Context: an optimization exercise on an open-source flow, tuned for small area, a short achievable clock period and few clock cycles. The choices shown serve that exercise and are no tape-out recipe.
RTL that was checked went through simulation tests only; none was proved equivalent to the original.
Function not checked in runs 1 and 2: the RTL went through the layout flow alone.
Power and IR drop assume default switching activity.

===== flow/flow/run.sh =====
#!/bin/bash
# The standard layout, with plain buffers (instead of the delay cells the
# default picks) on the ports.
set -euo pipefail
export BUFFER_PORTS_ARGS="-buffer_cell sky130_fd_sc_hd__buf_4"
bash standard.sh > standard.log 2>&1

===== flow/standard.sh =====
#!/bin/bash
# synth_recipe.tcl (not shown) runs the flow's synth.tcl, then flattens the netlist and writes it again
# the make line also repeats each setting of config.mk as NAME=value (left out here)
make -C /OpenROAD-flow-scripts/flow DESIGN_CONFIG=/design/flow/config.mk WORK_HOME=/design/flow/orfs CLKGATE_MAP_FILE= SYNTH_SCRIPT=/design/flow/synth_recipe.tcl "${@:-finish}"

===== flow/config.mk =====
export PLATFORM = sky130hd
export DESIGN_NAME = gfMulTop
export DESIGN_NICKNAME = gfMulTop
export VERILOG_FILES = /design/flow/design.v
export SDC_FILE = /design/flow/constraint.sdc
export NUM_CORES = 4
export LEC_CHECK = 0
export CAP_MARGIN = 20
export CORE_MARGIN = 2
export CORE_UTILIZATION = 40
export CTS_CLUSTER_DIAMETER = 100
export CTS_CLUSTER_SIZE = 22
export SETUP_SLACK_MARGIN = 3.5
export SLEW_MARGIN = 20
export SYNTH_HIERARCHICAL = 1

===== flow/constraint.sdc =====
create_clock -name core_clock -period 6.5 [get_ports {clk}]
set_input_delay 1.3000 -clock core_clock [delete_from_list [all_inputs] [get_ports {clk}]]
set_output_delay 1.3000 -clock core_clock [all_outputs]
set_load 0.01 [all_outputs]

===== flow/design.v =====
package gfMulPkg;
    localparam int OP_W = 256;
    localparam int PROD_W = 2 * OP_W - 1;              
    localparam int KARA = 1;
    localparam int DIG = 4;
    localparam int PARTS = 1 << KARA;                  
    localparam int PART_W = OP_W / PARTS;
    localparam int STEPS = PART_W / DIG;               
    localparam int CNT_W = $clog2(STEPS);
    localparam int TERM_W = OP_W + (PARTS - 1) * PART_W + DIG - 1;   
    typedef logic [32-1:0] wbDataT;
    typedef logic [6-1:0] wbAdrT;
    typedef logic [OP_W-1:0] operandT;
    typedef logic [PROD_W-1:0] productT;
    typedef logic [PARTS*DIG-1:0] digitsT;             
    typedef logic [TERM_W-1:0] termT;
endpackage
`timescale 1ns/1ps
module clMulDigit #(
    parameter int W = 64,
    parameter int DIG = 8
) (
    input  logic [W-1:0] a,
    input  logic [DIG-1:0] d,
    output logic [W+DIG-2:0] p
);
    always_comb begin
        p = '0;
        for (int j = 0; j < DIG; j++) begin
            p = p ^ ((W+DIG-1)'(a & {W{d[j]}}) << j);
        end
    end
endmodule
module clMulKara1 #(
    parameter int W = 128,           
    parameter int DIG = 8
) (
    input  logic [2*W-1:0] a,
    input  logic [DIG-1:0] d0,
    input  logic [DIG-1:0] d1,
    output logic [3*W+DIG-2:0] p
);
    logic [W+DIG-2:0] pLo;
    logic [W+DIG-2:0] pHi;
    logic [W+DIG-2:0] pMid;
    clMulDigit #(.W(W), .DIG(DIG)) mLo (.a(a[W-1:0]), .d(d0), .p(pLo));
    clMulDigit #(.W(W), .DIG(DIG)) mHi (.a(a[2*W-1:W]), .d(d1), .p(pHi));
    clMulDigit #(.W(W), .DIG(DIG)) mMid (.a(a[W-1:0] ^ a[2*W-1:W]), .d(d0 ^ d1), .p(pMid));
    assign p = (3*W+DIG-1)'(pLo)
             ^ ((3*W+DIG-1)'(pLo ^ pHi ^ pMid) << W)
             ^ ((3*W+DIG-1)'(pHi) << (2*W));
endmodule
module clMulCore(
    input  gfMulPkg::operandT a,
    input  gfMulPkg::digitsT d,        
    output gfMulPkg::termT t
);
    localparam int DIG = gfMulPkg::DIG;
    localparam int H = gfMulPkg::OP_W / 2;
    localparam int Q = gfMulPkg::OP_W / 4;
    generate
        if (gfMulPkg::KARA == 0) begin : g0
            clMulDigit #(.W(gfMulPkg::OP_W), .DIG(DIG)) m (.a(a), .d(d), .p(t));
        end else if (gfMulPkg::KARA == 1) begin : g1
            clMulKara1 #(.W(H), .DIG(DIG)) m (.a(a), .d0(d[0 +: DIG]), .d1(d[DIG +: DIG]), .p(t));
        end else begin : g2
            localparam int PW = 3*Q + DIG - 1;
            logic [PW-1:0] pLo;
            logic [PW-1:0] pHi;
            logic [PW-1:0] pMid;
            clMulKara1 #(.W(Q), .DIG(DIG)) mLo (.a(a[H-1:0]), .d0(d[0 +: DIG]), .d1(d[DIG +: DIG]), .p(pLo));
            clMulKara1 #(.W(Q), .DIG(DIG)) mHi (.a(a[2*H-1:H]), .d0(d[2*DIG +: DIG]), .d1(d[3*DIG +: DIG]), .p(pHi));
            clMulKara1 #(.W(Q), .DIG(DIG)) mMid (.a(a[H-1:0] ^ a[2*H-1:H]),
                                                 .d0(d[0 +: DIG] ^ d[2*DIG +: DIG]),
                                                 .d1(d[DIG +: DIG] ^ d[3*DIG +: DIG]), .p(pMid));
            assign t = gfMulPkg::TERM_W'(pLo)
                     ^ (gfMulPkg::TERM_W'(pLo ^ pHi ^ pMid) << H)
                     ^ (gfMulPkg::TERM_W'(pHi) << (2*H));
        end
    endgenerate
endmodule
`timescale 1ns/1ps
module digLate(
    input  logic rst,
    input  logic startReq,
    input  gfMulPkg::digitsT second,       
    input  gfMulPkg::digitsT early,        
    input  logic [gfMulPkg::PARTS-1:0] wrTop,    
    input  gfMulPkg::digitsT datTop,       
    output gfMulPkg::digitsT digNext
);
    localparam int DIG = gfMulPkg::DIG;
    always_comb begin
        for (int p = 0; p < gfMulPkg::PARTS; p++) begin
            if (rst) begin
                digNext[p*DIG +: DIG] = '0;
            end else if (startReq) begin
                digNext[p*DIG +: DIG] = second[p*DIG +: DIG];
            end else if (wrTop[p]) begin
                digNext[p*DIG +: DIG] = datTop[p*DIG +: DIG];
            end else begin
                digNext[p*DIG +: DIG] = early[p*DIG +: DIG];
            end
        end
    end
endmodule
module karatsubaSeq(
    input  logic clk,
    input  logic rst,
    input  logic startReq,                    
    input  gfMulPkg::operandT opB,
    input  logic [7:0] wrB,                   
    input  gfMulPkg::wbDataT wbDatW,
    output logic lastStep,                    
    output gfMulPkg::digitsT stepDigits,      
    input  gfMulPkg::termT stepTerm,          
    output gfMulPkg::productT stepOut
);
    localparam int DIG = gfMulPkg::DIG;
    localparam int STEPS = gfMulPkg::STEPS;
    logic run;                     
    logic [STEPS-3:0] pos;         
    logic selTop;
    gfMulPkg::digitsT digReg;      
    gfMulPkg::digitsT digEarly;
    gfMulPkg::digitsT digSecond;
    gfMulPkg::digitsT digNext;
    logic [gfMulPkg::PARTS-1:0] wrTop;
    gfMulPkg::digitsT datTop;
    gfMulPkg::productT acc;
    function automatic gfMulPkg::digitsT digitsAt(input gfMulPkg::operandT b, input int i);
        gfMulPkg::digitsT r;
        for (int p = 0; p < gfMulPkg::PARTS; p++) begin
            r[p*DIG +: DIG] = b[p*gfMulPkg::PART_W + i*DIG +: DIG];
        end
        digitsAt = r;
    endfunction
    assign selTop = ~run | lastStep;
    always_comb begin
        digEarly = digitsAt(opB, STEPS - 1) & {gfMulPkg::PARTS*DIG{selTop}};
        for (int k = 0; k < STEPS - 2; k++) begin
            digEarly = digEarly | (digitsAt(opB, k) & {gfMulPkg::PARTS*DIG{pos[k]}});
        end
        for (int p = 0; p < gfMulPkg::PARTS; p++) begin
            wrTop[p] = wrB[((p + 1) * gfMulPkg::PART_W - 1) / 32];
            datTop[p*DIG +: DIG] = wbDatW[((p + 1) * gfMulPkg::PART_W - DIG) % 32 +: DIG];
        end
    end
    assign digSecond = digitsAt(opB, STEPS - 2);
    digLate late0 (
        .rst      (rst),
        .startReq (startReq),
        .second   (digSecond),
        .early    (digEarly),
        .wrTop    (wrTop),
        .datTop   (datTop),
        .digNext  (digNext)
    );
    assign stepDigits = digReg;
    assign stepOut = ((acc & {gfMulPkg::PROD_W{run}}) << DIG) ^ gfMulPkg::productT'(stepTerm);
    always_ff @(posedge clk) begin
        if (rst) begin
            run <= 1'b0;
            lastStep <= 1'b0;
            pos <= '0;
        end else begin
            if (run) begin
                pos <= pos >> 1;
            end else begin
                pos <= {startReq, (STEPS-3)'(0)};
            end
            if (!run) begin
                run <= startReq;
            end else if (lastStep) begin
                run <= 1'b0;
            end
            lastStep <= run && pos[0];
        end
    end
    always_ff @(posedge clk) begin
        digReg <= digNext;
        acc <= stepOut;
    end
endmodule
`timescale 1ns/1ps
module wbDecode(
    input  logic rst,
    input  gfMulPkg::wbDataT wbDatW,
    input  logic wbCyc,
    input  logic wbStb,
    input  logic wbWe,
    input  gfMulPkg::wbAdrT wbAdr,
    input  logic wbAck,
    input  logic busyF,
    input  logic prodValid,
    output logic newReq,
    output logic startReq,
    output logic [7:0] wrA,           
    output logic [7:0] wrB,
    output logic [7:0] ldA,           
    output logic [7:0] ldB,
    output gfMulPkg::wbDataT ldDat,   
    output logic [7:0] selA,          
    output logic [7:0] selB,
    output logic [15:0] selP,
    output logic selStat
);
    logic wrOk;
    assign newReq = wbCyc & wbStb & ~wbAck;
    assign startReq = newReq & wbWe & (wbAdr == 6'h10) & wbDatW[0] & ~busyF;
    assign wrOk = wbAck & wbWe & ~busyF;
    assign ldDat = wbDatW & {32{~rst}};
    always_comb begin
        for (int i = 0; i < 8; i++) begin
            wrA[i] = wrOk & (wbAdr == 6'(i));
            wrB[i] = wrOk & (wbAdr == 6'(8 + i));
            ldA[i] = wrA[i] | rst;
            ldB[i] = wrB[i] | rst;
            selA[i] = (wbAdr == 6'(i));
            selB[i] = (wbAdr == 6'(8 + i));
        end
        for (int i = 0; i < 16; i++) begin
            selP[i] = prodValid & (wbAdr == 6'(32 + i));
        end
        selStat = (wbAdr == 6'h11);
    end
endmodule
module rdSelect(
    input  logic [7:0] selA,
    input  logic [7:0] selB,
    input  logic [15:0] selP,
    input  logic selStat,
    input  gfMulPkg::operandT opA,
    input  gfMulPkg::operandT opB,
    input  gfMulPkg::productT prodReg,
    input  logic [1:0] status,
    output gfMulPkg::wbDataT rd
);
    localparam int DW = 32;
    logic [16*DW-1:0] prodWords;
    assign prodWords = {1'b0, prodReg};
    always_comb begin
        rd = gfMulPkg::wbDataT'(status & {2{selStat}});
        for (int i = 0; i < 8; i++) begin
            rd = rd | (opA[i*DW +: DW] & {DW{selA[i]}});
            rd = rd | (opB[i*DW +: DW] & {DW{selB[i]}});
        end
        for (int i = 0; i < 16; i++) begin
            rd = rd | (prodWords[i*DW +: DW] & {DW{selP[i]}});
        end
    end
endmodule
module wbRegBank(
    input  logic clk,
    input  logic rst,
    input  logic wbCyc,
    input  logic wbStb,
    input  logic wbWe,
    input  gfMulPkg::wbAdrT wbAdr,
    input  gfMulPkg::wbDataT wbDatW,
    output gfMulPkg::wbDataT wbDatR,
    output logic wbAck,
    output logic irq,
    output logic startReq,
    output logic [7:0] wrB,           
    output gfMulPkg::operandT opA,
    output gfMulPkg::operandT opB,
    input  logic lastStep,
    input  gfMulPkg::productT stepOut
);
    localparam int DW = 32;
    logic newReq;
    logic busyF;         
    logic doneF;
    logic fin1;          
    logic prodValid;     
    logic [7:0] wrA;
    logic [7:0] ldA;
    logic [7:0] ldB;
    gfMulPkg::wbDataT ldDat;
    logic [7:0] selA;
    logic [7:0] selB;
    logic [15:0] selP;
    logic selStat;
    gfMulPkg::productT prodReg;
    gfMulPkg::wbDataT rdData;
    gfMulPkg::wbDataT rdNext;
    wbDecode dec0 (
        .rst       (rst),
        .wbDatW    (wbDatW),
        .wbCyc     (wbCyc),
        .wbStb     (wbStb),
        .wbWe      (wbWe),
        .wbAdr     (wbAdr),
        .wbAck     (wbAck),
        .busyF     (busyF),
        .prodValid (prodValid),
        .newReq    (newReq),
        .startReq  (startReq),
        .wrA       (wrA),
        .wrB       (wrB),
        .ldA       (ldA),
        .ldB       (ldB),
        .ldDat     (ldDat),
        .selA      (selA),
        .selB      (selB),
        .selP      (selP),
        .selStat   (selStat)
    );
    always_ff @(posedge clk) begin
        if (rst) begin
            wbAck <= 1'b0;
            irq <= 1'b0;
            busyF <= 1'b0;
            doneF <= 1'b0;
            fin1 <= 1'b0;
            prodValid <= 1'b0;
        end else begin
            wbAck <= newReq;
            fin1 <= lastStep;
            irq <= fin1;
            if (startReq) begin
                busyF <= 1'b1;
                doneF <= 1'b0;
            end else if (fin1) begin
                busyF <= 1'b0;
                doneF <= 1'b1;
            end
            if (lastStep) begin
                prodValid <= 1'b1;
            end
        end
    end
    always_ff @(posedge clk) begin
        for (int i = 0; i < 8; i++) begin
            if (ldA[i]) begin
                opA[i*DW +: DW] <= ldDat;
            end
            if (ldB[i]) begin
                opB[i*DW +: DW] <= ldDat;
            end
        end
    end
    always_ff @(posedge clk) begin
        if (lastStep) begin
            prodReg <= stepOut;
        end
    end
    rdSelect rd0 (
        .selA    (selA),
        .selB    (selB),
        .selP    (selP),
        .selStat (selStat),
        .opA     (opA),
        .opB     (opB),
        .prodReg (prodReg),
        .status  ({doneF | fin1, busyF & ~fin1}),
        .rd      (rdNext)
    );
    always_ff @(posedge clk) begin
        rdData <= rdNext;
    end
    assign wbDatR = rdData;
endmodule
`timescale 1ns/1ps
module gfMulTop(
    input  logic clk,
    input  logic rst,
    input  logic wbCyc,
    input  logic wbStb,
    input  logic wbWe,
    input  gfMulPkg::wbAdrT wbAdr,
    input  gfMulPkg::wbDataT wbDatW,
    output gfMulPkg::wbDataT wbDatR,
    output logic wbAck,
    output logic irq
);
    logic startReq;
    logic lastStep;
    gfMulPkg::operandT opA;
    gfMulPkg::operandT opB;
    logic [7:0] wrB;
    gfMulPkg::digitsT stepDigits;
    gfMulPkg::termT stepTerm;
    gfMulPkg::productT stepOut;
    wbRegBank regBank0 (
        .clk      (clk),
        .rst      (rst),
        .wbCyc    (wbCyc),
        .wbStb    (wbStb),
        .wbWe     (wbWe),
        .wbAdr    (wbAdr),
        .wbDatW   (wbDatW),
        .wbDatR   (wbDatR),
        .wbAck    (wbAck),
        .irq      (irq),
        .startReq (startReq),
        .opA      (opA),
        .opB      (opB),
        .wrB      (wrB),
        .lastStep (lastStep),
        .stepOut  (stepOut)
    );
    karatsubaSeq seq0 (
        .clk        (clk),
        .rst        (rst),
        .startReq   (startReq),
        .opB        (opB),
        .wrB        (wrB),
        .wbDatW     (wbDatW),
        .lastStep   (lastStep),
        .stepDigits (stepDigits),
        .stepTerm   (stepTerm),
        .stepOut    (stepOut)
    );
    clMulCore core0 (
        .a (opA),
        .d (stepDigits),
        .t (stepTerm)
    );
endmodule

==> results of run 1 <==
## repair_timing
action,4_1_cts,5_1_grt
pin swaps,11,4
gates cloned,1,0
buffers inserted,55,13
gates resized for setup,55,26
endpoints found under the setup margin,457,47
## registers in the layout (all words and copies together) (netlist names)
name / cells
seq0.acc: 507
regBank0.busyF: 1
seq0.lastStep: 1
regBank0.rdData: 32
seq0.run: 1
seq0.pos: 30
regBank0.prodValid: 1
seq0.digReg: 8
regBank0.prodReg: 511
regBank0.opB: 256
regBank0.wbAck: 1
regBank0.fin1: 1
regBank0.doneF: 1
regBank0.irq: 1
regBank0.opA: 256
## how the worst max path moves through the flow
| stage | startpoint | end | slack [ns] | depth (start not counted) |
|---|---|---|---|---|
| 5_1_grt | wbAdr[1] | regBank0.rdData[31] | 3.49 | 8 |
| 3_3_place_gp | wbAdr[4] | regBank0.rdData[31] | 2.36 | 7 |
| 6_report | regBank0.opA[166] | regBank0.prodReg[166] | 3.34 | 7 |
| 2_1_floorplan | seq0.lastStep | seq0.digReg[6] | 1.79 | 7 |
| 3_5_place_dp | wbAdr[4] | regBank0.rdData[31] | 2.27 | 7 |
| 4_1_cts | seq0.digReg[5] | regBank0.prodReg[174] | 3.50 | 6 |
## cells in the final DEF, fill, tap and decap left out, types with 11 or more instances in the layout
cell type and n:
buf_12 28, a22oi_1 569, or4_1 38, clkbuf_1 55, xnor2_1 1349, dfxtp_1 571
nand4_1 124, xor2_1 516, edfxtp_1 1023, a221oi_2 17, nor2b_1 40, xnor2_2 52
nand3_1 37, nor3_2 21, and2_1 160, nand2_1 1916, buf_4 221, a222oi_1 11
nor2_4 12, a22o_1 25, diode_2 19, clkbuf_16 89, o31ai_4 16
## power groups by stage
stage / Sequential (uW) / Clock (uW) / Combinational [uW]
6_report: 13400 / 6220 / 7240
5_1_grt: 13400 / 6500 / 7360
4_1_cts: 13300 / 6180 / 6850
3_5_place_dp: 13600 / 0 / 6510
3_3_place_gp: 13600 / 0 / 6460
2_1_floorplan: 12800 / 0 / 4390
## stage by stage
stage          hold slack, ns  worst slack, ns  instances  utilization, %
2_1_floorplan           0.430             1.79       6964               -
3_3_place_gp            0.439             2.36       9310            41.7
3_5_place_dp            0.444             2.27       9310            41.7
4_1_cts                 0.470             3.50       9524            43.6
5_1_grt                 0.493             3.49       9539            43.7
6_report                0.467             3.34       9556            43.7
## per-layer routing
layer  vias up  track usage (%)  routed length (um)
met2      5178             55.4              161000
met3       984             10.4               50600
met1     29900             49.7              142000
met5         -                0                  46
li1      23500                -                   -
met4         8             22.5               28600
## area by class of cell
class                   instances  share of cell area [%]
diodes                         19                  0.0566
clock buffers                 144                    2.90
clock inverters                14                   0.143
inverters                       3                  0.0134
multi-input cells            4973                    39.4
flip-flops and latches       1608                    50.6
well taps                    2526                    3.76
repair buffers                269                    3.08
==> results.json, run 1 <==
{
  "status": "finished clean",
  "synth_area_um2": 77000,
  "dp_hpwl_um": 264000,
  "grt_overflow": 0,
  "vdd_ir_drop_max_uv": 205,
  "grt_usage_pct": 37.8,
  "yosys_warnings": 12,
  "drive_gt1_share_pct": 7.60,
  "port_buffers": 76,
  "slowest_delay_ns": 0.78,
  "finalClockSkew_ns": 0.0399,
  "crit_fanout": 6,
  "comb_power_share_pct": 26.9,
  "die_area_um2": 196000,
  "grt_pass1_wl_um": 502000,
  "chipWidth_um": 443,
  "fill_cells": 18100,
  "wl_per_cell_um": 40.1,
  "drv_slew": 0,
  "synth.avg_cell_area_um2": 11.1,
  "vias": 59600,
  "p_per_area_nw_per_um2": 320,
  "p_clk_share_pct": 23.1,
  "drv_cap": 0,
  "grt_setup_unrepaired": "true",
  "endpoint_kind": "register",
  "hp-start": "seq0.acc[438]",
  "power.leakage_uw": 0.0270,
  "wl_um": 383000,
  "r2r_cells": 7,
  "reg2reg_from": "regBank0.opA[166]",
  "hold_buffers": 0,
  "r2r_end": "regBank0.prodReg[166]",
  "cts_tree": "done",
  "setup_viol": 0,
  "p_switching_uw": 9400,
  "slew-limit-headroom_pct": 18.6,
  "rows": 161,
  "grt_pass1_vias": 55200,
  "start_util_pct": 40.1,
  "p_total_uw": 26900,
  "clock-sinks": 1608,
  "crit_family": "XOR/XNOR gates",
  "seqCellArea_um2": 42500,
  "multi_input_area_um2": 33100,
  "htree_levels": 3,
  "placed_area_um2": 80000,
  "clock_latency_ns": 0.77,
  "area_growth_pct": 9.03,
  "report.final.hold_viol_count": 0,
  "worst_ep_arrival_time_ns": 3.66,
  "syn_nets": 7007,
  "holdPathStages": 1,
  "tns_ns": 0,
  "min_to": "seq0.acc[442]",
  "period_share_pct": 48.7,
  "critPathMostFrequentCell": "xnor2_1",
  "min_period_ns": 3.16,
  "firstDrtPassIters": 7,
  "grt_max_degree": 174,
  "switching_share_pct": 35.0,
  "syn_inst": 6964,
  "fin_area_um2": 83900,
  "io_pins": 77,
  "p_seq_share_pct": 49.9,
  "cp_cell_sequence": "xor2_1 -> nand2_1 -> xor2_1 -> xnor2_1 -> xnor2_1 -> xnor2_1 -> xnor2_2",
  "r2r_slack_ns": 3.34,
  "fin_nets": 6983,
  "critPathLaunchType": "register",
  "fmaxAchievable_mhz": 316,
  "worst_path_max_delay_cell": "edfxtp_1",
  "required_ns": 7.00,
  "hold_path_class": "register to register",
  "dr.first_iter.drc_count": 11100,
  "worst_pin_slew_ns": 1.22,
  "critical_path_buf_inv_count": 0,
  "ant_nets": 0,
  "crit_type": "register to register",
  "antenna_found_initial": 42,
  "clk_pin_slew_ns": 0.10,
  "cts-root-buf": "clkbuf_16",
  "place_congestion": 1.01,
  "numCtsBuffers": 85,
  "drc": 0,
  "p_int_uw": 17500,
  "core_um2": 192000,
  "die_h_um": 443,
  "clockBufferDepth": 3,
  "via_per_inst": 6.23
}
==> inputs of run 2 (changes only) <==
--- a/flow/config.mk
+++ b/flow/config.mk
@@ -10,6 +10,6 @@
 export CORE_UTILIZATION = 40
 export CTS_CLUSTER_DIAMETER = 100
 export CTS_CLUSTER_SIZE = 22
-export SETUP_SLACK_MARGIN = 3.5
+export SETUP_SLACK_MARGIN = 3.8
 export SLEW_MARGIN = 20
 export SYNTH_HIERARCHICAL = 1
==> run 2 against run 1 <==
Net effect:
- area after synthesis unchanged
- clock skew down 0.00086 ns
- wire length up 1.9%
- combinational power up 13%
- cell count up 0.99%
- setup slack better by 0.30 ns
- hold slack about the same
- die area unchanged
- core utilization up 1.3 points
- non-clock buffer count up 97
- power up 3.6%
- critical path type unchanged
- largest cell class unchanged
==> results.json, run 2 <==
{
  "antenna_found_initial": 36,
  "worst_pin_slew_ns": 1.13,
  "fmaxAchievable_mhz": 349,
  "min_period_ns": 2.87,
  "synth.avg_cell_area_um2": 11.1,
  "crit_type": "register to register",
  "grt_max_degree": 168,
  "power.leakage_uw": 0.0285,
  "rows": 161,
  "dp_hpwl_um": 264000,
  "clock_latency_ns": 0.77,
  "drc": 0,
  "hold_path_class": "register to register",
  "syn_inst": 6964,
  "grt_setup_unrepaired": "true",
  "critPathLaunchType": "register",
  "yosys_warnings": 12,
  "wl_per_cell_um": 40.4,
  "tns_ns": 0,
  "htree_levels": 3,
  "required_ns": 6.93,
  "seqCellArea_um2": 42500,
  "clockBufferDepth": 3,
  "dr.first_iter.drc_count": 11600,
  "grt_pass1_vias": 55100,
  "period_share_pct": 44.1,
  "wl_um": 390000,
  "grt_usage_pct": 37.8,
  "crit_fanout": 30,
  "firstDrtPassIters": 8,
  "vdd_ir_drop_max_uv": 217,
  "drv_cap": 0,
  "regMostFlops": "regBank0.prodReg",
  "clk_pin_slew_ns": 0.10,
  "numCtsBuffers": 85,
  "vias": 60600,
  "cts_tree": "done",
  "finalClockSkew_ns": 0.0390,
  "die_area_um2": 196000,
  "port_buffers": 76,
  "cp_cell_sequence": "buf_6 -> buf_16 -> nand2_1 -> xor2_1 -> xnor2_1 -> xnor2_1",
  "slowest_delay_ns": 0.86,
  "p_per_area_nw_per_um2": 322,
  "synth_area_um2": 77000,
  "via_per_inst": 6.28,
  "cts-root-buf": "clkbuf_16",
  "clock-sinks": 1608,
  "fin_nets": 7080,
  "report.final.hold_viol_count": 0,
  "hold_buffers": 0,
  "fill_cells": 17800,
  "io_pins": 77,
  "worst_path_max_delay_cell": "xnor2_1",
  "multi_input_area_um2": 34200,
  "largest_registers": "regBank0.prodReg: 511 flops, seq0.acc: 507 flops",
  "ant_nets": 0,
  "slew-limit-headroom_pct": 24.6,
  "chipWidth_um": 443,
  "grt_overflow": 0,
  "critPathMostFrequentCell": "xnor2_1",
  "mostFrequentLayoutCells": "nand2_1, xnor2_1, edfxtp_1, a22oi_1, dfxtp_1",
  "grt_pass1_wl_um": 502000,
  "start_util_pct": 40.1,
  "place_congestion": 1.03,
  "setup_viol": 0,
  "final_core_util_pct": 45.1,
  "crit_family": "XOR/XNOR gates",
  "p_total_uw": 27900,
  "critical_path_buf_inv_count": 2,
  "status": "finished clean",
  "largest_reg_flops": 511,
  "core_um2": 192000,
  "drive_gt1_share_pct": 11.2,
  "syn_nets": 7007,
  "worst_ep_arrival_time_ns": 3.29,
  "layout_commonest_cell": "nand2_1",
  "die_h_um": 443,
  "area_growth_pct": 12.3,
  "drv_slew": 0,
  "endpoint_kind": "register"
}
==> run 2: final timing paths <==
check	startpoint	endpoint	slack (ns)	depth (start not counted)
setup / recovery	seq0.digReg[0]	regBank0.prodReg[105]	3.63	6
hold / removal	seq0.acc[410]	seq0.acc[414]	0.47	1
setup reg to reg	seq0.digReg[0]	regBank0.prodReg[105]	3.63	6
hold reg to reg	seq0.acc[410]	seq0.acc[414]	0.47	1
==> run 2: what timing repair did <==
| action | 4_1_cts | 5_1_grt |
|---|---|---|
| endpoints found under the setup margin | 1050 | 241 |
| gates cloned | 4 | 10 |
| setup buffers | 94 | 41 |
| pin swaps | 30 | 49 |
| resized for setup | 216 | 126 |
==> run 2: final cells by class <==
cell class	count	area share [%]
flip-flops and latches	1608	49.2
multi-input cells	4973	39.6
repair buffers	366	4.56
well taps	2526	3.65
clock buffers	148	2.79
clock inverters	12	0.189
diodes	15	0.0434
inverters	3	0.0130
==> run 2: routing by layer <==
layer / vias up / wire length (um) / part of all wire [%] / track usage (%)
met2: 5436 / 162000 / 41 / 55.1
met5: - / 140 / 0.036 / 0
li1: 23600 / - / - / -
met4: 18 / 29600 / 7.6 / 22.1
met3: 1098 / 56500 / 14 / 11.0
met1: 30400 / 142000 / 36 / 49.9
==> run 2: power breakdown <==
group | total (uW) | internal [uW] | leakage (uW) | switching (uW)
registers | 13500 | 12200 | 0.0145 | 1220
clock network | 6240 | 2600 | 0.00122 | 3640
logic | 8160 | 3090 | 0.0128 | 5070
==> run 2: per-stage QoR <==
step	instance area (um2)	setup WS [ns]	hold WS, ns	instances
CTS	85100	3.77	0.467	9585
finish	86500	3.63	0.467	9651
global route	86500	3.74	0.488	9637
detailed placement	80200	2.41	0.445	9327
global placement	80200	2.49	0.448	9327
floorplan	77400	1.79	0.430	6964
==> inputs of run 3 (changes only) <==
--- a/flow/design.v
+++ b/flow/design.v
@@ -114,7 +114,7 @@
     output logic lastStep,                    
     output gfMulPkg::digitsT stepDigits,      
     input  gfMulPkg::termT stepTerm,          
-    output gfMulPkg::productT stepOut
+    output gfMulPkg::productT acc             
 );
     localparam int DIG = gfMulPkg::DIG;
     localparam int STEPS = gfMulPkg::STEPS;
@@ -127,7 +127,7 @@
     gfMulPkg::digitsT digNext;
     logic [gfMulPkg::PARTS-1:0] wrTop;
     gfMulPkg::digitsT datTop;
-    gfMulPkg::productT acc;
+    gfMulPkg::productT stepOut;
     function automatic gfMulPkg::digitsT digitsAt(input gfMulPkg::operandT b, input int i);
         gfMulPkg::digitsT r;
         for (int p = 0; p < gfMulPkg::PARTS; p++) begin
@@ -266,13 +266,14 @@
     output gfMulPkg::operandT opA,
     output gfMulPkg::operandT opB,
     input  logic lastStep,
-    input  gfMulPkg::productT stepOut
+    input  gfMulPkg::productT acc             
 );
     localparam int DW = 32;
     logic newReq;
     logic busyF;         
     logic doneF;
     logic fin1;          
+    logic fin2;          
     logic prodValid;     
     logic [7:0] wrA;
     logic [7:0] ldA;
@@ -314,19 +315,21 @@
             busyF <= 1'b0;
             doneF <= 1'b0;
             fin1 <= 1'b0;
+            fin2 <= 1'b0;
             prodValid <= 1'b0;
         end else begin
             wbAck <= newReq;
             fin1 <= lastStep;
-            irq <= fin1;
+            fin2 <= fin1;
+            irq <= fin2;
             if (startReq) begin
                 busyF <= 1'b1;
                 doneF <= 1'b0;
-            end else if (fin1) begin
+            end else if (fin2) begin
                 busyF <= 1'b0;
                 doneF <= 1'b1;
             end
-            if (lastStep) begin
+            if (fin1) begin
                 prodValid <= 1'b1;
             end
         end
@@ -342,8 +345,8 @@
         end
     end
     always_ff @(posedge clk) begin
-        if (lastStep) begin
-            prodReg <= stepOut;
+        if (fin1) begin
+            prodReg <= acc;
         end
     end
     rdSelect rd0 (
@@ -354,7 +357,7 @@
         .opA     (opA),
         .opB     (opB),
         .prodReg (prodReg),
-        .status  ({doneF | fin1, busyF & ~fin1}),
+        .status  ({doneF | fin2, busyF & ~fin2}),
         .rd      (rdNext)
     );
     always_ff @(posedge clk) begin
@@ -382,7 +385,7 @@
     logic [7:0] wrB;
     gfMulPkg::digitsT stepDigits;
     gfMulPkg::termT stepTerm;
-    gfMulPkg::productT stepOut;
+    gfMulPkg::productT acc;
     wbRegBank regBank0 (
         .clk      (clk),
         .rst      (rst),
@@ -399,7 +402,7 @@
         .opB      (opB),
         .wrB      (wrB),
         .lastStep (lastStep),
-        .stepOut  (stepOut)
+        .acc      (acc)
     );
     karatsubaSeq seq0 (
         .clk        (clk),
@@ -411,7 +414,7 @@
         .lastStep   (lastStep),
         .stepDigits (stepDigits),
         .stepTerm   (stepTerm),
-        .stepOut    (stepOut)
+        .acc        (acc)
     );
     clMulCore core0 (
         .a (opA),
--- a/flow/config.mk
+++ b/flow/config.mk
@@ -10,6 +10,6 @@
 export CORE_UTILIZATION = 40
 export CTS_CLUSTER_DIAMETER = 100
 export CTS_CLUSTER_SIZE = 22
-export SETUP_SLACK_MARGIN = 3.8
+export SETUP_SLACK_MARGIN = 3.5
 export SLEW_MARGIN = 20
 export SYNTH_HIERARCHICAL = 1
==> run 3 against run 2 <==
Net effect:
- still clean on timing, DRC and antenna
- maximum frequency down 5.7%
- global-route usage down 2.3 points
- first-iteration DRC count down 8.6%
- count of clock-buffer cells in the layout up 2
- critical endpoint is now regBank0.rdData[25]
- largest power group unchanged
- highest routed layer unchanged
==> results.json, run 3 <==
{
  "status": "finished clean",
  "critPathLaunchType": "primary input",
  "area_growth_pct": 7.71,
  "required_ns": 7.20,
  "wl_um": 362000,
  "layout_commonest_cell": "nand2_1",
  "io_pins": 77,
  "syn_nets": 7009,
  "rows": 161,
  "worst_pin_slew_ns": 1.17,
  "drc": 0,
  "grt_setup_unrepaired": "true",
  "place_congestion": 1.03,
  "endpoint_kind": "register",
  "tns_ns": 0,
  "firstDrtPassIters": 9,
  "port_buffers": 76,
  "synth.avg_cell_area_um2": 11.1,
  "p_total_uw": 26100,
  "layout.cells.non_filler": 9509,
  "fill_cells": 17900,
  "drv_cap": 0,
  "hold_path_class": "register to register",
  "drv_slew": 0,
  "report.final.hold_viol_count": 0,
  "power.leakage_uw": 0.0265,
  "crit_type": "primary input to register",
  "grt_use_met3_pct": 7.46,
  "core_um2": 192000,
  "grt_pass1_vias": 53600,
  "drive_gt1_share_pct": 6.09,
  "cts_tree": "done",
  "synth_area_um2": 77100,
  "vdd_ir_drop_max_uv": 187,
  "grt_pass1_wl_um": 477000,
  "met1_usage_pct": 46.5,
  "grt_usage_pct": 35.5,
  "cts-root-buf": "clkbuf_16",
  "vias": 58200,
  "clock_latency_ns": 0.76,
  "ant_nets": 0,
  "fin_nets": 6946,
  "wl_per_cell_um": 38.0,
  "htree_levels": 3,
  "numCtsBuffers": 84,
  "slew-limit-headroom_pct": 21.9,
  "grt_max_degree": 167,
  "clockBufferDepth": 3,
  "mostFrequentLayoutCells": "nand2_1, xnor2_1, edfxtp_1, dfxtp_1, a22oi_1",
  "grtUsageMet2_pct": 53.0,
  "die_h_um": 443,
  "fmaxAchievable_mhz": 329,
  "final_core_util_pct": 43.2,
  "grt_overflow": 0,
  "antenna_found_initial": 15,
  "p_per_area_nw_per_um2": 314,
  "dp_hpwl_um": 254000,
  "dpl.cell_count": 9317,
  "crit_fanout": 32,
  "min_period_ns": 3.04,
  "period_share_pct": 46.7,
  "top_usage_layer": "met2",
  "chipWidth_um": 443,
  "dr.first_iter.drc_count": 10600,
  "start_util_pct": 40.1,
  "largest_registers": "regBank0.prodReg: 511 flops, seq0.acc: 511 flops",
  "die_area_um2": 196000,
  "worst_ep_arrival_time_ns": 3.73,
  "clock-sinks": 1613,
  "finalClockSkew_ns": 0.0545,
  "via_per_inst": 6.12,
  "setup_viol": 0,
  "clk_pin_slew_ns": 0.09,
  "syn_inst": 6966,
  "hold_buffers": 0,
  "yosys_warnings": 12
}
## run 3: worst max-delay path, stage by stage
cell and delay (ns):
buf_4 0.14, or4b_2 0.88, nor2_4 0.14, buf_4 0.58, a22oi_1 0.33, nand4_1 0.17, or4_1 0.13
## run 3: path summary, 6_finish.rpt
| path | start | end | slack (ns) | depth (start not counted) |
|---|---|---|---|---|
| worst max-delay path | wbAdr[2] | regBank0.rdData[25] | 3.46 | 7 |
| worst min-delay path | seq0.acc[508] | regBank0.prodReg[508] | 0.42 | 0 |
| worst max register to register | seq0.digReg[0] | seq0.acc[244] | 3.47 | 9 |
| worst min register to register | seq0.acc[508] | regBank0.prodReg[508] | 0.42 | 0 |
## run 3: cell type report
class	instances	area, um2	area share (%)
diodes	9	22.5	0.0271
clock buffers	150	2420	2.92
clock inverters	7	90.1	0.109
inverters	3	11.3	0.0136
multi-input cells	4974	32700	39.4
flip-flops and latches	1613	42600	51.3
well taps	2526	3160	3.81
repair buffers	227	2040	2.46
## run 3: timing repair
action / in CTS / in global routing
gates resized for setup: 7 / 5
gates cloned: 0 / 0
endpoints found under the setup margin: 191 / 25
setup buffers: 22 / 4
pin swaps: 5 / 1
## run 3: per-layer routing
layer | share of wire, % | vias to the layer above | wire, um
li1 | - | 23400 | -
met1 | 37 | 29000 | 135000
met2 | 43 | 4888 | 154000
met3 | 12 | 956 | 42600
met4 | 8.3 | 12 | 30100
met5 | 0.025 | - | 91
## run 3: metrics by stage
stage | instance area (um2) | setup WS (ns) | hold slack, ns
after floorplan | 77400 | 2.30 | 0.386
after global placement | 80100 | 2.41 | 0.388
after detailed placement | 80100 | 2.31 | 0.392
after CTS | 82900 | 3.51 | 0.413
after global routing | 83000 | 3.50 | 0.428
final | 83000 | 3.46 | 0.415
## run 3: power breakdown
group | leakage (uW) | switching (uW) | internal, uW
registers | 0.0146 | 2280 | 12200
logic | 0.0107 | 3050 | 2430
clock network | 0.00119 | 3560 | 2580
total | 0.0265 | 8890 | 17200
Testbench counts of run 3, summed over its fixed seeds: cycles 9,408.
==> inputs of run 4 (changes only) <==
--- a/flow/config.mk
+++ b/flow/config.mk
@@ -10,6 +10,6 @@
 export CORE_UTILIZATION = 40
 export CTS_CLUSTER_DIAMETER = 100
 export CTS_CLUSTER_SIZE = 22
-export SETUP_SLACK_MARGIN = 3.5
+export SETUP_SLACK_MARGIN = 4.1
 export SLEW_MARGIN = 20
 export SYNTH_HIERARCHICAL = 1
==> run 4 against run 3 <==
Net effect:
- non-clock buffer count is 242 higher
- synthesized cell count stayed put
- clock power is 0.8% higher
- still clean on timing, DRC and antenna
- hold slack worse by 0.0023 ns
- global-route usage is 3.3 points higher
- core utilization is 4.5 points higher
- highest routed layer unchanged
- critical endpoint is now wbDatR[24]
==> results.json, run 4 <==
{
  "status": "finished clean",
  "io_pins": 77,
  "ant_nets": 0,
  "grt_setup_unrepaired": "true",
  "place_congestion": 1.00,
  "seqCellArea_um2": 42700,
  "largest_registers": "regBank0.prodReg: 511 flops, seq0.acc: 511 flops",
  "start_util_pct": 40.1,
  "crit_fanout": 1,
  "drv_slew": 0,
  "die_h_um": 443,
  "dpl.cell_count": 9316,
  "crit_family": "flip-flops",
  "vias": 62300,
  "fmaxAchievable_mhz": 371,
  "numCtsBuffers": 85,
  "grt_use_met3_pct": 12.7,
  "cts-root-buf": "clkbuf_16",
  "period_share_pct": 41.5,
  "chipWidth_um": 443,
  "min_period_ns": 2.70,
  "area_growth_pct": 18.9,
  "dp_hpwl_um": 257000,
  "required_ns": 5.20,
  "clockBufferDepth": 3,
  "die_area_um2": 196000,
  "htree_levels": 3,
  "slowest_delay_ns": 0.46,
  "top_usage_layer": "met2",
  "worst_pin_slew_ns": 1.35,
  "fill_cells": 17200,
  "slew-limit-headroom_pct": 10.0,
  "grt_pass1_wl_um": 512000,
  "clock-sinks": 1613,
  "clock_latency_ns": 0.78,
  "met1_usage_pct": 50.1,
  "tns_ns": 0,
  "hold_path_class": "register to register",
  "cp_cell_sequence": "buf_6",
  "grt_overflow": 0,
  "wl_per_cell_um": 42.2,
  "via_per_inst": 6.39,
  "worst_ep_arrival_time_ns": 1.40,
  "multi_input_area_um2": 36600,
  "grt_pass1_vias": 55600,
  "report.final.hold_viol_count": 0,
  "cts_tree": "done",
  "endpoint_kind": "output port",
  "fin_nets": 7189,
  "firstDrtPassIters": 9,
  "syn_inst": 6966,
  "synth.avg_cell_area_um2": 11.1,
  "grtUsageMet2_pct": 56.0,
  "synth_area_um2": 77100,
  "drive_gt1_share_pct": 16.9,
  "p_per_area_nw_per_um2": 301,
  "crit_type": "register to output port",
  "grt_usage_pct": 38.8,
  "dr.first_iter.drc_count": 12800,
  "grt_max_degree": 169,
  "layout_commonest_cell": "nand2_1",
  "drc": 0,
  "wl_um": 412000,
  "critPathLaunchType": "register",
  "syn_nets": 7009,
  "layout.cells.non_filler": 9756,
  "clk_pin_slew_ns": 0.09,
  "antenna_found_initial": 20,
  "worst_path_max_delay_cell": "dfxtp_4",
  "drv_cap": 0,
  "finalClockSkew_ns": 0.0358,
  "setup_viol": 0,
  "rows": 161,
  "vdd_ir_drop_max_uv": 266,
  "core_um2": 192000,
  "yosys_warnings": 12,
  "port_buffers": 76,
  "critical_path_buf_inv_count": 1,
  "mostFrequentLayoutCells": "nand2_1, xnor2_1, edfxtp_1, dfxtp_1, a22oi_1",
  "power.leakage_uw": 0.0302
}
run 4: final cells by class:
cell class	count	area share, %
inverter	3	0.0123
timing repair buffer	469	7.24
sequential	1613	46.6
tap	2526	3.45
clock inverter	13	0.147
clock buffer	143	2.59
multi-input combinational	4974	39.9
antenna	15	0.0410
run 4: stage by stage:
step | setup WS [ns] | instance area, um2 | power [uW] | util, % | hold slack, ns
2_1_floorplan | 2.30 | 77600 | 17100 | - | 0.386
3_3_place_gp | 2.07 | 80100 | 19800 | 41.7 | 0.391
3_5_place_dp | 2.28 | 80100 | 19800 | 41.7 | 0.389
4_1_cts | 3.79 | 86000 | 26300 | 44.8 | 0.411
5_1_grt | 3.80 | 91600 | 27900 | 47.7 | 0.415
6_report | 3.80 | 91600 | 27600 | 47.7 | 0.413
run 4: timing repair:
action / 4_1_cts / 5_1_grt
endpoints found under the setup margin: 984 / 552
hold buffers: 0 / 0
cloned: 24 / 31
buffers inserted: 92 / 122
gates resized for setup: 379 / 651
endpoints found under the hold margin: 0 / 0
pin swaps: 50 / 474
run 4: worst paths after layout:
path / startpoint / endpoint / slack (ns) / cells after the start
worst max register to register: regBank0.opA[156] / seq0.acc[157] / 3.86 / 7
worst min-delay path: seq0.acc[508] / regBank0.prodReg[508] / 0.41 / 0
worst min register to register: seq0.acc[508] / regBank0.prodReg[508] / 0.41 / 0
worst max-delay path: regBank0.rdData[24] / wbDatR[24] / 3.80 / 1
run 4: where the power goes:
part	leakage (uW)	switching (uW)	internal, uW
combinational	0.0144	3860	3100
sequential	0.0146	2280	12200
clock	0.00120	3640	2550
total	0.0302	9770	17800
run 4: per-layer routing:
metal / wire, um / vias up
met3: 62900 / 1406
met1: 144000 / 31100
met4: 37100 / 14
li1: - / 23800
met5: 414 / -
met2: 168000 / 6025
run 4: worst reg2reg max path, stage by stage (launching register included):
cell      delay [ns]
edfxtp_1        0.65
xor2_2          0.53
nand2_1         0.13
xor2_1          0.57
xnor2_1         0.19
xnor2_1         0.17
xnor2_1         0.23
xnor2_1         0.10
==> inputs of run 5 (changes only) <==
--- a/flow/config.mk
+++ b/flow/config.mk
@@ -10,6 +10,6 @@
 export CORE_UTILIZATION = 40
 export CTS_CLUSTER_DIAMETER = 100
 export CTS_CLUSTER_SIZE = 22
-export SETUP_SLACK_MARGIN = 4.1
+export SETUP_SLACK_MARGIN = 3.8
 export SLEW_MARGIN = 20
 export SYNTH_HIERARCHICAL = 1
==> run 5 against run 4 <==
Net effect:
- still clean
- area after synthesis unchanged
- via count fell by 4.7%
- power down 4.8%
- cell count decreased by 2.4%
==> results.json, run 5 <==
{
  "port_buffers": 76,
  "crit_type": "register to register",
  "layout_commonest_cell": "nand2_1",
  "clockBufferDepth": 3,
  "vias": 59400,
  "hp-start": "seq0.acc[509]",
  "period_share_pct": 43.3,
  "mostFrequentLayoutCells": "nand2_1, xnor2_1, edfxtp_1, a22oi_1, dfxtp_1",
  "dr.first_iter.drc_count": 12200,
  "die_area_um2": 196000,
  "start_util_pct": 40.1,
  "min_to": "regBank0.prodReg[509]",
  "min_period_ns": 2.82,
  "p_clk_share_pct": 23.6,
  "chipWidth_um": 443,
  "dp_hpwl_um": 254000,
  "reg2reg_from": "seq0.digReg[1]",
  "clock_latency_ns": 0.77,
  "fmaxAchievable_mhz": 355,
  "p_switching_uw": 9010,
  "report.final.hold_viol_count": 0,
  "antenna_found_initial": 15,
  "setup_viol": 0,
  "ant_nets": 0,
  "status": "finished clean",
  "comb_power_share_pct": 21.4,
  "wl_um": 365000,
  "fill_cells": 17900,
  "r2r_slack_ns": 3.68,
  "syn_nets": 7009,
  "p_total_uw": 26200,
  "power.leakage_uw": 0.0268,
  "placed_area_um2": 80100,
  "crit_fanout": 20,
  "worst_slack_ns": 3.68,
  "synth_area_um2": 77100,
  "grt_overflow": 0,
  "grt_pass1_wl_um": 480000,
  "p_seq_share_pct": 55.0,
  "cts_tree": "done",
  "die_h_um": 443,
  "firstDrtPassIters": 8,
  "holdPathStages": 0,
  "grt_usage_pct": 35.7,
  "r2r_cells": 9,
  "wl_per_cell_um": 38.4,
  "core_um2": 192000,
  "required_ns": 7.15,
  "slew-limit-headroom_pct": 7.30,
  "p_per_area_nw_per_um2": 314,
  "clock-sinks": 1613,
  "htree_levels": 3,
  "pre_cts_ws_ns": 2.64,
  "tns_ns": 0,
  "rows": 161,
  "io_pins": 77,
  "worst_pin_slew_ns": 1.39,
  "drv_slew": 0,
  "drv_cap": 0,
  "grt_max_degree": 179,
  "yosys_warnings": 12,
  "grt_setup_unrepaired": "true",
  "numCtsBuffers": 85,
  "worst_ep_arrival_time_ns": 3.46,
  "switching_share_pct": 34.3,
  "largest_registers": "regBank0.prodReg: 511 flops, seq0.acc: 511 flops",
  "grt_pass1_vias": 54200,
  "fin_nets": 6957,
  "drive_gt1_share_pct": 6.89,
  "hold_path_class": "register to register",
  "via_per_inst": 6.24,
  "endpoint_kind": "register",
  "finalClockSkew_ns": 0.0413,
  "clk_pin_slew_ns": 0.10,
  "area_growth_pct": 8.61,
  "r2r_end": "seq0.acc[156]",
  "drc": 0,
  "cts-root-buf": "clkbuf_16",
  "place_congestion": 1.02,
  "synth.avg_cell_area_um2": 11.1,
  "vdd_ir_drop_max_uv": 233,
  "syn_inst": 6966,
  "fin_area_um2": 83700,
  "p_int_uw": 17200,
  "critPathLaunchType": "register"
}
[run 5: per-layer routing]
metal / GRT usage (%) / routed length (um) / up-vias
met3: 9.48 / 51600 / 986
met1: 47.9 / 135000 / 29600
met4: 19.8 / 26200 / 10
met5: 0 / 66 / -
met2: 52.2 / 153000 / 5408
li1: - / - / 23400
[run 5: cell type report]
type	instances	area, um2	share of cell area [%]
Timing Repair Buffer	237	2430	2.91
Clock buffer	148	2440	2.91
Antenna cell	12	30.0	0.0359
Multi-Input combinational cell	4974	32900	39.3
Sequential cell	1613	42700	51.0
Inverter	3	11.3	0.0135
Clock inverter	10	116	0.139
Tap cell	2526	3160	3.78
[run 5: power by group through the flow]
stage	Sequential [uW]	Combinational, uW	Clock [uW]
6_report	14400	5610	6190
5_1_grt	14300	5910	6470
4_1_cts	14200	5450	6150
3_5_place_dp	14500	5280	0
3_3_place_gp	14500	5220	0
2_1_floorplan	12900	4240	0
[run 5: worst max-delay path by stage]
stage	startpoint	end	slack, ns	cells past startpoint
after floorplan	regBank0.fin1	regBank0.prodReg[0]	2.30	0
after CTS	seq0.digReg[1]	seq0.acc[156]	3.73	8
after detailed placement	wbAdr[3]	regBank0.rdData[0]	2.64	8
after global placement	wbAdr[3]	regBank0.rdData[0]	2.66	8
final	seq0.digReg[1]	seq0.acc[156]	3.68	9
after global routing	seq0.digReg[1]	seq0.acc[189]	3.73	9
[run 5: what timing repair did]
| action | in CTS | in global routing |
|---|---|---|
| gates resized for setup | 92 | 33 |
| cloned | 2 | 3 |
| setup endpoints to repair | 708 | 157 |
| hold buffers | 0 | 0 |
| setup buffers | 30 | 2 |
| pin swaps | 4 | 2 |
[run 5: stage by stage]
| step | instances | util, % | hold WS [ns] |
|---|---|---|---|
| final | 9523 | 43.6 | 0.415 |
| after global routing | 9512 | 43.6 | 0.428 |
| after CTS | 9506 | 43.5 | 0.414 |
| after detailed placement | 9316 | 41.7 | 0.393 |
| after global placement | 9316 | 41.7 | 0.387 |
| after floorplan | 6966 | - | 0.386 |
[run 5: worst max-delay path, cell delays in order (launching register included)]
cell and delay (ns):
dfxtp_4 0.61, xor2_4 0.24, buf_12 0.18, clkbuf_16 0.28, nand2_1 0.18, xor2_4 0.38, xnor2_1 0.15, xnor2_1 0.15
xnor2_1 0.15, xnor2_1 0.34
==> inputs of run 6 (changes only) <==
--- a/flow/config.mk
+++ b/flow/config.mk
@@ -7,7 +7,7 @@
 export LEC_CHECK = 0
 export CAP_MARGIN = 20
 export CORE_MARGIN = 2
-export CORE_UTILIZATION = 40
+export CORE_UTILIZATION = 50
 export CTS_CLUSTER_DIAMETER = 100
 export CTS_CLUSTER_SIZE = 22
 export SETUP_SLACK_MARGIN = 3.8
==> run 6 against run 5 <==
Net effect:
- clock skew shrank 0.015 ns
- core utilization grew 11 points
- combinational power grew 2%
- first-iteration DRC count shrank 10%
- setup slack gained 0.037 ns
- critical endpoint is now regBank0.rdData[10]
- largest power group unchanged
- highest routed layer unchanged
==> results.json, run 6 <==
{
  "status": "finished clean",
  "layout_commonest_cell": "nand2_1",
  "mostFrequentLayoutCells": "nand2_1, xnor2_1, edfxtp_1, a22oi_1, dfxtp_1",
  "wl_um": 370000,
  "r2r_slack_ns": 3.74,
  "worst_pin_slew_ns": 1.24,
  "required_ns": 7.16,
  "critical_path_buf_inv_count": 2,
  "drc": 0,
  "grt_pass1_wl_um": 485000,
  "hold_buffers": 0,
  "layout.cells.non_filler": 9046,
  "numCtsBuffers": 83,
  "tns_ns": 0,
  "comb_power_share_pct": 22.0,
  "cts_tree": "done",
  "power.leakage_uw": 0.0268,
  "report.final.hold_viol_count": 0,
  "synth.avg_cell_area_um2": 11.1,
  "via_per_inst": 6.51,
  "fin_area_um2": 83200,
  "drv_cap": 0,
  "rows": 144,
  "ant_nets": 0,
  "min_to": "regBank0.prodReg[508]",
  "yosys_warnings": 12,
  "clockBufferDepth": 3,
  "antenna_found_initial": 15,
  "holdPathStages": 0,
  "syn_inst": 6966,
  "switching_share_pct": 34.4,
  "core_um2": 154000,
  "cts-root-buf": "clkbuf_16",
  "chipWidth_um": 397,
  "port_buffers": 76,
  "drive_gt1_share_pct": 7.12,
  "worst_path_max_delay_cell": "or4b_2",
  "r2r_end": "seq0.acc[235]",
  "crit_family": "simple AND/OR/NAND/NOR gates",
  "place_congestion": 0.999,
  "grt_usage_pct": 45.8,
  "seqCellArea_um2": 42600,
  "die_h_um": 397,
  "wl_per_cell_um": 40.9,
  "p_seq_share_pct": 54.9,
  "p_clk_share_pct": 23.2,
  "grt_max_degree": 174,
  "cp.depth": 7,
  "r2r_cells": 7,
  "period_share_pct": 42.8,
  "worst_ep_arrival_time_ns": 3.44,
  "endpoint_kind": "register",
  "grt_pass1_vias": 54300,
  "p_int_uw": 17200,
  "crit_fanout": 32,
  "hold_path_class": "register to register",
  "vdd_ir_drop_max_uv": 221,
  "fmaxAchievable_mhz": 360,
  "fill_cells": 13600,
  "htree_levels": 3,
  "die_area_um2": 157000,
  "grt_setup_unrepaired": "true",
  "p_per_area_nw_per_um2": 314,
  "area_growth_pct": 7.98,
  "dp_hpwl_um": 255000,
  "crit_start": "wbAdr[3]",
  "placed_area_um2": 79500,
  "dpl.cell_count": 8838,
  "setup_viol": 0,
  "syn_nets": 7009,
  "io_pins": 77,
  "synth_area_um2": 77100,
  "vias": 58900,
  "slowest_delay_ns": 0.86,
  "clock-sinks": 1613,
  "hp-start": "seq0.acc[508]",
  "min_period_ns": 2.78,
  "drv_slew": 0,
  "clk_pin_slew_ns": 0.09,
  "slew-limit-headroom_pct": 17.6,
  "dr.first_iter.drc_count": 11000,
  "largest_registers": "regBank0.prodReg: 511 flops, seq0.acc: 511 flops",
  "multi_input_area_um2": 33000,
  "fin_nets": 6968,
  "p_switching_uw": 8990,
  "reg2reg_from": "seq0.digReg[2]",
  "firstDrtPassIters": 8,
  "start_util_pct": 50.2,
  "grt_overflow": 0,
  "cp_cell_sequence": "buf_4 -> or4b_2 -> nor2_4 -> buf_6 -> a22oi_1 -> nand4_1 -> or4_1",
  "critPathLaunchType": "primary input",
  "crit_type": "primary input to register",
  "finalClockSkew_ns": 0.0264,
  "clock_latency_ns": 0.74
}
[run 6: cell count changes in the layout (fill, tap and decap cells not counted), moves of 5 or more]
cell / previous run / this run
a22oi_1: 568 / 559
a22oi_2: 2 / 11
dfxtp_1: 548 / 554
nor2b_1: 45 / 40
buf_6: 33 / 40
[run 6: how the worst max path moves through the flow]
stage	endpoint	slack, ns
detailed placement	regBank0.rdData[9]	2.62
finish	regBank0.rdData[10]	3.72
floorplan	regBank0.prodReg[0]	2.30
global placement	regBank0.rdData[0]	2.58
CTS	regBank0.rdData[28]	3.80
global route	regBank0.rdData[31]	3.76
[run 6: worst reg2reg max path, stage by stage (launching register included)]
cell and delay (ns):
dfxtp_4 0.47, buf_4 0.71, nand2_1 0.28, xnor2_1 0.19
xnor2_1 0.34, xnor2_1 0.16, xnor2_1 0.17, xnor2_1 0.33
[run 6: through the flow]
step	setup slack [ns]	hold WS, ns	util [%]	total power [uW]
2_1_floorplan	2.30	0.386	-	17100
3_3_place_gp	2.58	0.387	51.8	19700
3_5_place_dp	2.62	0.389	51.8	19700
4_1_cts	3.80	0.411	54.0	25700
5_1_grt	3.76	0.415	54.2	26600
6_report	3.72	0.412	54.2	26200
[run 6: per-layer routing]
layer / part of all wire, % / track usage, %
met4: 6.7 / 24.8
met1: 37 / 60.8
met5: 0.040 / 0
met2: 42 / 66.5
met3: 15 / 14.7
[run 6: power by group through the flow]
stage                     Combinational (uW)  Sequential (uW)  Clock, uW
after floorplan                         4240            12900          0
after global placement                  5300            14400          0
after detailed placement                5340            14400          0
after CTS                               5550            14100       6010
after global routing                    6010            14200       6330
final                                   5750            14400       6060
[run 6: final cells by class]
cell class,count,area share [%]
Antenna cell,8,0.0241
Clock buffer,147,2.85
Clock inverter,7,0.0947
Inverter,3,0.0135
Multi-Input combinational cell,4974,39.6
Sequential cell,1613,51.2
Tap cell,2044,3.07
Timing Repair Buffer,250,3.11
[run 6: what timing repair did]
item / in CTS / in global routing
gates cloned: 3 / 1
buffers inserted: 35 / 7
gates resized for setup: 94 / 53
setup endpoints to repair: 462 / 272
pin swaps: 3 / 2
==> inputs of run 7 (changes only) <==
--- a/flow/config.mk
+++ b/flow/config.mk
@@ -7,9 +7,9 @@
 export LEC_CHECK = 0
 export CAP_MARGIN = 20
 export CORE_MARGIN = 2
-export CORE_UTILIZATION = 50
+export CORE_UTILIZATION = 40
 export CTS_CLUSTER_DIAMETER = 100
-export CTS_CLUSTER_SIZE = 22
+export CTS_CLUSTER_SIZE = 26
 export SETUP_SLACK_MARGIN = 3.8
 export SLEW_MARGIN = 20
 export SYNTH_HIERARCHICAL = 1
==> run 7 against run 6 <==
Net effect:
- still clean
- hold slack improved by 0.0068 ns
- register-to-register slack improved by 0.02 ns
- via count rose by 0.57%
- flip-flop and latch count did not move
- sequential share of layout area fell by 0.20 points
- core utilization fell by 11 points
- first-iteration DRC count rose by 7.6%
- largest power group unchanged
- highest routed layer unchanged
==> results.json, run 7 <==
{
  "status": "finished clean",
  "r2r_cells": 6,
  "clock-sinks": 1613,
  "seqCellArea_um2": 42700,
  "slew-limit-headroom_pct": 17.1,
  "worst_slack_ns": 3.75,
  "drv_slew": 0,
  "fin_nets": 6953,
  "cts-root-buf": "clkbuf_16",
  "clk_pin_slew_ns": 0.12,
  "place_congestion": 1.02,
  "dr.first_iter.drc_count": 11800,
  "io_pins": 77,
  "switching_share_pct": 34.4,
  "holdPathStages": 0,
  "synth.avg_cell_area_um2": 11.1,
  "firstDrtPassIters": 9,
  "yosys_warnings": 12,
  "layout_commonest_cell": "nand2_1",
  "critical_path_buf_inv_count": 2,
  "port_buffers": 76,
  "die_h_um": 443,
  "worst_pin_slew_ns": 1.24,
  "grt_pass1_wl_um": 481000,
  "core_um2": 192000,
  "cts_tree": "done",
  "syn_nets": 7009,
  "critPathLaunchType": "primary input",
  "period_share_pct": 42.3,
  "grt_usage_pct": 35.8,
  "comb_power_share_pct": 21.6,
  "finalClockSkew_ns": 0.0321,
  "ant_nets": 0,
  "pre_cts_ws_ns": 2.64,
  "dp_hpwl_um": 254000,
  "grt_setup_unrepaired": "true",
  "crit_fanout": 32,
  "drc": 0,
  "p_switching_uw": 8960,
  "mostFrequentLayoutCells": "nand2_1, xnor2_1, edfxtp_1, a22oi_1, dfxtp_1",
  "p_per_area_nw_per_um2": 312,
  "vdd_ir_drop_max_uv": 231,
  "p_seq_share_pct": 55.5,
  "numCtsBuffers": 75,
  "via_per_inst": 6.23,
  "p_clk_share_pct": 23.0,
  "grt_max_degree": 179,
  "hold_buffers": 0,
  "clockBufferDepth": 3,
  "worst_path_max_delay_cell": "buf_4",
  "synth_area_um2": 77100,
  "r2r_end": "seq0.acc[330]",
  "worst_ep_arrival_time_ns": 3.46,
  "fmaxAchievable_mhz": 364,
  "drv_cap": 0,
  "syn_inst": 6966,
  "crit_family": "simple AND/OR/NAND/NOR gates",
  "critPathMostFrequentCell": "buf_4",
  "multi_input_area_um2": 32900,
  "antenna_found_initial": 17,
  "required_ns": 7.21,
  "slowest_delay_ns": 0.69,
  "endpoint_kind": "register",
  "wl_per_cell_um": 38.4,
  "htree_levels": 3,
  "cp_cell_sequence": "buf_4 -> or2_2 -> nor3_2 -> buf_4 -> a22oi_1 -> nand4_1 -> or4_1",
  "die_area_um2": 196000,
  "power.leakage_uw": 0.0268,
  "tns_ns": 0,
  "fill_cells": 17900,
  "reg2reg_from": "seq0.digReg[4]",
  "rows": 161,
  "area_growth_pct": 8.45,
  "hp-start": "seq0.acc[509]",
  "r2r_slack_ns": 3.76,
  "chipWidth_um": 443,
  "p_int_uw": 17100,
  "grt_overflow": 0,
  "start_util_pct": 40.1,
  "setup_viol": 0,
  "vias": 59200,
  "clock_latency_ns": 0.76,
  "hold_path_class": "register to register",
  "min_to": "regBank0.prodReg[509]",
  "wl_um": 365000,
  "min_period_ns": 2.75,
  "grt_pass1_vias": 54100,
  "largest_registers": "regBank0.prodReg: 511 flops, seq0.acc: 511 flops",
  "report.final.hold_viol_count": 0,
  "crit_type": "primary input to register",
  "drive_gt1_share_pct": 6.93
}
-- run 7: metal layers --
metal	vias up	wire length (um)	part of all wire [%]	GRT usage, %
met4	16	27000	7.4	20.5
met5	-	115	0.032	0
li1	23400	-	-	-
met2	5365	151000	41	51.9
met3	986	52700	14	10.6
met1	29500	134000	37	47.5
-- run 7: how the worst max path moves through the flow --
stage | from | endpoint | slack, ns | cells past startpoint
floorplan | regBank0.fin1 | regBank0.prodReg[0] | 2.30 | 0
global placement | wbAdr[3] | regBank0.rdData[0] | 2.66 | 8
detailed placement | wbAdr[3] | regBank0.rdData[0] | 2.64 | 8
CTS | regBank0.opA[27] | seq0.acc[156] | 3.75 | 7
global route | regBank0.rdData[24] | wbDatR[24] | 3.78 | 1
finish | wbAdr[3] | regBank0.rdData[24] | 3.75 | 7
-- run 7: area by class of cell --
class / instances / share of cell area (%)
inverter: 3 / 0.0135
antenna: 8 / 0.0239
clock buffer: 123 / 2.62
clock inverter: 16 / 0.241
multi-input combinational: 4974 / 39.3
tap: 2526 / 3.78
timing repair buffer: 243 / 2.98
sequential: 1613 / 51.0
-- run 7: power by group through the flow --
| stage | Sequential (uW) | Combinational, uW | Clock (uW) |
|---|---|---|---|
| after floorplan | 12900 | 4240 | 0 |
| after global placement | 14500 | 5220 | 0 |
| after detailed placement | 14500 | 5280 | 0 |
| after CTS | 14200 | 5470 | 5960 |
| after global routing | 14300 | 5910 | 6280 |
| final | 14400 | 5620 | 5980 |
-- run 7: per-stage QoR --
| step | std cells | utilization [%] | total power [uW] | cell area [um2] | hold slack (ns) |
|---|---|---|---|---|---|
| 2_1_floorplan | 6966 | - | 17100 | 77600 | 0.386 |
| 3_3_place_gp | 9316 | 41.7 | 19700 | 80100 | 0.387 |
| 3_5_place_dp | 9316 | 41.7 | 19800 | 80100 | 0.393 |
| 4_1_cts | 9490 | 43.4 | 25700 | 83400 | 0.416 |
| 5_1_grt | 9499 | 43.5 | 26500 | 83600 | 0.431 |
| 6_report | 9506 | 43.5 | 26000 | 83600 | 0.419 |
-- run 7: timing repair --
action                     in CTS  in global routing
resized for setup              96                 32
pin swaps                       5                  1
buffers inserted               32                  7
cloned                          3                  1
setup endpoints to repair     699                192

## separate check: timing with driven ports
In the flow no input, the clock included, has a driving cell. The finished layouts below were timed again as built, in two steps.
Step 1, drivers: a clkbuf_16 drives clk and a buf_2 each remaining input, both assumed.
Step 2 adds t to the input delays and takes it off the output delays; t is the mean of the earliest and latest rising clock arrival at the registers after step 1. Input paths then give back, and output paths get back, about the clock's delay inside the block.
Three values: no drivers, after step 1, after step 2; two values: the first two.
run	shift t [ns]	setup WS [ns]	worst setup path at the end	clock arrival spread, ns	worst register clock-pin slew, ns
run 1	0.843	3.337 / 3.337 / 2.663	input to register	0.040 / 0.040	0.11 / 0.11
run 2	0.841	3.634 / 3.634 / 2.932	input to register	0.039 / 0.039	0.11 / 0.11
run 3	0.827	3.462 / 3.341 / 2.514	input to register	0.058 / 0.058	0.11 / 0.11
run 4	0.865	3.801 / 3.698 / 3.018	input to register	0.036 / 0.037	0.11 / 0.11
run 5	0.836	3.683 / 3.683 / 2.933	input to register	0.047 / 0.046	0.10 / 0.10
run 6	0.821	3.720 / 3.712 / 2.904	input to register	0.032 / 0.032	0.10 / 0.10
run 7	0.835	3.751 / 3.697 / 2.961	input to register	0.035 / 0.035	0.12 / 0.12
After both steps every run listed still meets setup and hold. For run 3, which loses most, drivers alone change the setup slack by -0.121 ns; drivers and shift together by -0.948 ns.
